What follows belongs to an exercise in optimizing a design on an open flow for small area and a short achievable clock period; a production flow would make more cautious choices. Function was checked by simulation only, so behaviour that the tests miss may differ from the original. No activity file was given, so power comes from the tool's default toggle rates.

## build 89
// sa_drain
module sa_drain #(
  parameter int N     = 8,
  parameter int DW    = sa_pkg::DW,
  parameter int DEPTH = 8
) (
  input  logic            I_CLK,
  input  logic            I_RST,
  input  logic            I_START,
  input  logic [7:0]      I_ROWS,
  input  logic [N-1:0]    I_COL_VLD,
  input  logic [N*DW-1:0] I_COL_D,
  output logic            O_VLD,
  input  logic            I_RDY,
  output logic [N*DW-1:0] O_ROW,
  output logic            O_LAST,
  output logic            O_DONE,
  output logic            O_AFULL,
  output logic            O_OVF
);
For scale: ~2700 cells after synthesis, ~1200 flip-flops, about 280 I/O pins.
Settings: LEC_CHECK=0, CAP_MARGIN=20, CORE_MARGIN=2, CORE_UTILIZATION=65, CTS_CLUSTER_DIAMETER=80, CTS_CLUSTER_SIZE=22, PLACE_DENSITY=0.75, SETUP_SLACK_MARGIN=2.5, SLEW_MARGIN=20; clock period 4.5 ns.
run.sh (not shown) runs the stock make flow with config.mk's settings and CLKGATE_MAP_FILE= SYNTH_SCRIPT=/design/flow/synth_recipe.tcl, a recipe that flattens the netlist after the stock synthesis.
For build 73, these inputs were changed with respect to build 89:
# build 89
export LEC_CHECK = 0
export CAP_MARGIN = 20
export CORE_MARGIN = 2
export CORE_UTILIZATION = 65
export CTS_CLUSTER_DIAMETER = 80
export CTS_CLUSTER_SIZE = 22
export PLACE_DENSITY = 0.75
export SETUP_SLACK_MARGIN = 2.5
export SLEW_MARGIN = 20
create_clock -name core_clock -period 4.5 [get_ports {I_CLK}]
# build 73
export LEC_CHECK = 0
export CAP_MARGIN = 20
export CORE_MARGIN = 2
export CORE_UTILIZATION = 40
export PLACE_DENSITY = 0.6
export SETUP_SLACK_MARGIN = 2.5
export SLEW_MARGIN = 20
create_clock -name core_clock -period 4.5 [get_ports {I_CLK}]
Notes after the runs:
- Sum of routed wire segments on met1 for build 73 is higher than for build 89.
- Compared with build 89, build 73 shows met3 capacity usage during global routing lower by 1.6 points.
- In build 73, reported combinational group power is higher than in build 89.
- Comparing build 73 and build 89, clock buffer count in the final layout is lower on build 89.
- | floorplan die height | build 73 vs build 89 | about 27% higher |
- When build 73 is measured against build 89, its width of the chip turns out 72 um higher.
- Higher average wire per cell in the routed design goes to build 89 over build 73.
### build 73 -> build 14
# build 73
export LEC_CHECK = 0
export CAP_MARGIN = 20
export CORE_MARGIN = 2
export CORE_UTILIZATION = 40
export PLACE_DENSITY = 0.6
export SETUP_SLACK_MARGIN = 2.5
export SLEW_MARGIN = 20
create_clock -name core_clock -period 4.5 [get_ports {I_CLK}]
# build 14
export LEC_CHECK = 0
export CAP_MARGIN = 20
export CORE_MARGIN = 2
export CORE_UTILIZATION = 40
export PLACE_DENSITY = 0.6
export SETUP_SLACK_MARGIN = 2.3
export SLEW_MARGIN = 20
create_clock -name core_clock -period 4.5 [get_ports {I_CLK}]
### Flow results
- Changes observed in build 14 relative to build 73: biggest cell delay along the critical path now smaller, count of standard-cell rows comparable, netlist area before placement comparable, via count now smaller.
- Comparing build 14 and build 73, the higher non-clock buffer area fraction after layout is on build 73.

========
sa_drain, a different RTL version from the one above (not shown whole).
For scale: ~1,200 flip-flops, ~280 I/O pins, about 45,000 um^2 of cells after synthesis.
clock: 4.5 ns
lec_check: 0
cap_margin: 20
core_margin: 2
core_utilization: 65
place_density: 0.75
setup_slack_margin: 2.45
slew_margin: 20
standard.sh (not shown) runs the stock make flow with config.mk's settings and CLKGATE_MAP_FILE= SYNTH_SCRIPT=/design/flow/synth_recipe.tcl, a recipe that flattens the netlist after the stock synthesis.
==> flow/flow/run.sh <==
#!/bin/bash
# The standard layout (standard.sh: standard synthesis, ORFS floorplan to finish) with three
# changes made through ORFS's own variables:
#  - port buffers are buf_1 cells instead of the default delay buffers,
#  - CTS inserts no dummy loads,
#  - CTS clusters up to 22 sinks within 80 um under each leaf buffer.
# Each ORFS step writes its full log under orfs/logs/; make's own output goes to standard.log.
set -euo pipefail
export BUFFER_PORTS_ARGS="-buffer_cell sky130_fd_sc_hd__buf_1"
export CTS_ARGS="-sink_clustering_enable -repair_clock_nets -dont_use_dummy_load -sink_clustering_size 22 -sink_clustering_max_diameter 80"
bash standard.sh > standard.log 2>&1
The baseline completed without violations.
Next try:
--- a/flow/flow/run.sh
+++ b/flow/flow/run.sh
@@ -6 +6 @@
-#  - CTS clusters up to 22 sinks within 80 um under each leaf buffer.
+#  - CTS clusters up to 18 sinks within 70 um under each leaf buffer.
@@ -10 +10 @@
-export CTS_ARGS="-sink_clustering_enable -repair_clock_nets -dont_use_dummy_load -sink_clustering_size 22 -sink_clustering_max_diameter 80"
+export CTS_ARGS="-sink_clustering_enable -repair_clock_nets -dont_use_dummy_load -sink_clustering_size 18 -sink_clustering_max_diameter 70"
SETUP_SLACK_MARGIN = 2.4   (was 2.45)
=>
- worst setup slack is better by 0.019 ns
- total power rose by 2.4%
- global-route usage fell by 1.1 points
- clock-buffer cell count rose by 13
- die area does not change
- worst hold slack is worse by 0.0042 ns

========
## the reference run
The RTL this note starts from:
==> flow/design.v <==
package sa_pkg;
  localparam int DW   = 16;
  localparam int FRAC = 13;
  typedef enum logic [1:0] {
    IDLE = 2'd0,
    RUN  = 2'd1,
    DONE = 2'd2
  } state_t;
endpackage
module sa_col_fifo #(
  parameter int DW    = 16,
  parameter int DEPTH = 8
) (
  input  logic                     clk,
  input  logic                     clr,       
  input  logic                     run,
  input  logic                     vld,
  input  logic                     load,      
  input  logic [DW-1:0]            din,
  output logic [DEPTH-1:0][DW-1:0] mem_q,
  output logic                     ne,        
  output logic                     ne_nx,     
  output logic                     full,
  output logic                     afull,     
  output logic                     vld_full   
);
  localparam int AW = $clog2(DEPTH);
  localparam int CW = AW + 1;
  logic [DW-1:0] mem [DEPTH];
  logic [CW-1:0] count;
  logic [AW-1:0] wr_ptr;
  logic          ok, vr, gt1;
  logic [CW-1:0] cnt_up, cnt_dn;
  assign cnt_up = {count[3] ^ (&count[2:0]), count[2] ^ (&count[1:0]), count[1] ^ count[0], ~count[0]};
  assign cnt_dn = {count[3] ^ ~(|count[2:0]), count[2] ^ ~(|count[1:0]), count[1] ^ ~count[0], ~count[0]};
  assign full     = count[AW];
  assign ne       = |count;
  assign gt1      = count[AW] | (|count[AW-1:1]);
  assign afull    = count[AW] | (&count[AW-1:0]);
  assign vr       = run & vld;
  assign ne_nx    = load ? (vr | gt1) : (vr | ne);
  assign vld_full = vld & full;
  assign ok       = ~full | load;
  for (genvar k = 0; k < DEPTH; k++) begin : g_w
    always_ff @(posedge clk) begin
      if (vld && ok && wr_ptr == AW'(k)) mem[k] <= din;
    end
    assign mem_q[k] = mem[k];
  end
  always_ff @(posedge clk) begin
    if (clr) begin
      count  <= '0;
      wr_ptr <= '0;
    end else begin
      count <= load ? (vr ? count : cnt_dn) : ((vr && !full) ? cnt_up : count);
      if (vr && ok) wr_ptr <= wr_ptr + 1'b1;
    end
  end
endmodule
module sa_drain #(
  parameter int N     = 8,
  parameter int DW    = sa_pkg::DW,
  parameter int DEPTH = 8
) (
  input  logic            I_CLK,
  input  logic            I_RST,
  input  logic            I_START,
  input  logic [7:0]      I_ROWS,
  input  logic [N-1:0]    I_COL_VLD,
  input  logic [N*DW-1:0] I_COL_D,
  output logic            O_VLD,
  input  logic            I_RDY,
  output logic [N*DW-1:0] O_ROW,
  output logic            O_LAST,
  output logic            O_DONE,
  output logic            O_AFULL,
  output logic            O_OVF
);
  localparam int AW = $clog2(DEPTH);
  logic run;                  
  logic allne;                
  logic [7:0] rem;            
  logic [DEPTH-1:0] rd_sel;   
  logic [N-1:0][DEPTH-1:0][DW-1:0] col_mem;
  logic [N-1:0] col_ne, col_ne_nx, col_full, col_af, col_vf;
  logic clr, hs, fin, load, vld_nx;
  assign clr  = I_RST | O_DONE;
  assign hs   = O_VLD & I_RDY;
  assign fin  = I_RDY & O_LAST;           
  assign load = allne & (~O_VLD | (I_RDY & ~O_LAST));
  assign vld_nx = load | (O_VLD & ~I_RDY);
  for (genvar j = 0; j < N; j++) begin : g_col
    sa_col_fifo #(.DW(DW), .DEPTH(DEPTH)) u_fifo (
      .clk      (I_CLK),
      .clr      (clr),
      .run      (run),
      .vld      (I_COL_VLD[j]),
      .load     (load),
      .din      (I_COL_D[j*DW +: DW]),
      .mem_q    (col_mem[j]),
      .ne       (col_ne[j]),
      .ne_nx    (col_ne_nx[j]),
      .full     (col_full[j]),
      .afull    (col_af[j]),
      .vld_full (col_vf[j])
    );
  end
  logic row_en;
  logic [DEPTH-1:0] row_sel;
  logic [N*DW-1:0] row_nx;
  assign row_en  = ~O_VLD | I_RDY;
  assign row_sel = rd_sel & {DEPTH{row_en}};
  for (genvar j = 0; j < N; j++) begin : g_row
    assign row_nx[j*DW +: DW] = (O_ROW[j*DW +: DW] & {DW{~row_en}})
                              | (col_mem[j][0] & {DW{row_sel[0]}}) | (col_mem[j][1] & {DW{row_sel[1]}})
                              | (col_mem[j][2] & {DW{row_sel[2]}}) | (col_mem[j][3] & {DW{row_sel[3]}})
                              | (col_mem[j][4] & {DW{row_sel[4]}}) | (col_mem[j][5] & {DW{row_sel[5]}})
                              | (col_mem[j][6] & {DW{row_sel[6]}}) | (col_mem[j][7] & {DW{row_sel[7]}});
  end
  always_ff @(posedge I_CLK) O_ROW <= row_nx;
  always_ff @(posedge I_CLK) begin
    if (hs) rem <= rem - 8'd1;
    else if (~run & ~O_DONE & I_START) rem <= I_ROWS;
  end
  always_ff @(posedge I_CLK) begin
    if (clr) rd_sel <= DEPTH'(1);
    else if (load) rd_sel <= {rd_sel[DEPTH-2:0], rd_sel[DEPTH-1]};
  end
  always_ff @(posedge I_CLK) begin
    if (I_RST) begin
      run     <= 1'b0;
      allne   <= 1'b0;
      O_DONE  <= 1'b0;
      O_VLD   <= 1'b0;
      O_LAST  <= 1'b0;
      O_AFULL <= 1'b0;
      O_OVF   <= 1'b0;
    end else begin
      run     <= run ? ~fin : (~O_DONE & I_START);
      allne   <= ~O_DONE & ~fin & (&col_ne_nx);
      O_DONE  <= run & fin;
      O_VLD   <= vld_nx;
      O_LAST  <= vld_nx & (hs ? (rem == 8'd2) : (rem == 8'd1));
      O_AFULL <= |col_af;
      if (run & ~load & (|col_vf)) O_OVF <= 1'b1;
    end
  end
endmodule
clock: 4.5 ns
lec_check: 0
cap_margin: 20
core_margin: 2
core_utilization: 75
place_density: 0.85
setup_slack_margin: 2.4
slew_margin: 20
==> flow/flow/run.sh <==
#!/bin/bash
# The standard layout (standard.sh: standard synthesis, ORFS floorplan to finish) with three
# changes made through ORFS's own variables:
#  - port buffers are buf_1 cells instead of the default delay buffers,
#  - CTS inserts no dummy loads,
#  - CTS clusters up to 22 sinks within 80 um under each leaf buffer.
# Each ORFS step writes its full log under orfs/logs/; make's own output goes to standard.log.
set -euo pipefail
export BUFFER_PORTS_ARGS="-buffer_cell sky130_fd_sc_hd__buf_1"
export CTS_ARGS="-sink_clustering_enable -repair_clock_nets -dont_use_dummy_load -sink_clustering_size 22 -sink_clustering_max_diameter 80"
bash standard.sh > standard.log 2>&1
The flow did not stop early for the reference run: all stages ran, and the layout cleared the timing, DRC and antenna checks.
Inputs modified between the reference run and the trial run:
Settings: CORE_UTILIZATION: 75 -> 65; PLACE_DENSITY: 0.85 -> 0.75.
Findings:
Non-clock buffer count delta for the trial run relative to the reference run: 13 lower
Comparing the trial run and the reference run, the lower number of fillers in the final layout is on the reference run.
The final layouts of the trial run and the reference run pass the timing, DRC and antenna checks.
Comparing the trial run and the reference run, the lower number of global-route vias before repair is on the trial run.
Sort the trial run and the reference run by level count of the clock H-tree desc -> top: the trial run

## port drivers added, routing unchanged
The flow's constraints put no driver on any port. The routed layouts listed below were extracted and timed again, unchanged, in two steps.
Step 1 (the two cells are an assumption about what drives the block):
set clk [get_ports {I_CLK}]
set_driving_cell -lib_cell sky130_fd_sc_hd__clkbuf_16 $clk
set_driving_cell -lib_cell sky130_fd_sc_hd__buf_2 [delete_from_list [all_inputs] $clk]
Step 2, shift: input delay + t, output delay - t, t = (earliest + latest rising clock arrival at the registers) / 2. This alone moves slack from input paths to output paths.
Slacks: ideal / step 1 / step 2; pairs: ideal / step 1.
run	t (ns)	setup slack, ns	worst hold slack (ns)	worst setup path after step 2	cell pins on the clock port's net
build 89	0.728	2.338 / 2.268 / 1.840	0.469 / 0.469 / 0.469	input to register	1
build 73	0.768	2.333 / 2.263 / 1.793	0.481 / 0.481 / 0.481	input to register	1
build 14	0.774	2.335 / 2.265 / 1.601	0.460 / 0.460 / 0.460	input to register	1
the first run of note 2	0.678	2.412 / 2.401 / 1.775	0.471 / 0.471 / 0.471	input to register	1
the second run of note 2	0.668	2.431 / 2.366 / 1.814	0.467 / 0.467 / 0.467	input to register	1
the reference run	0.711	2.391 / 2.350 / 1.721	0.475 / 0.475 / 0.475	input to register	1
the trial run	0.671	2.418 / 2.370 / 1.787	0.471 / 0.471 / 0.471	input to register	1
After both steps setup and hold are still met in every run listed. The setup slack of build 14, which loses most, moves by -0.070 ns with the drivers and by -0.734 ns with both steps.
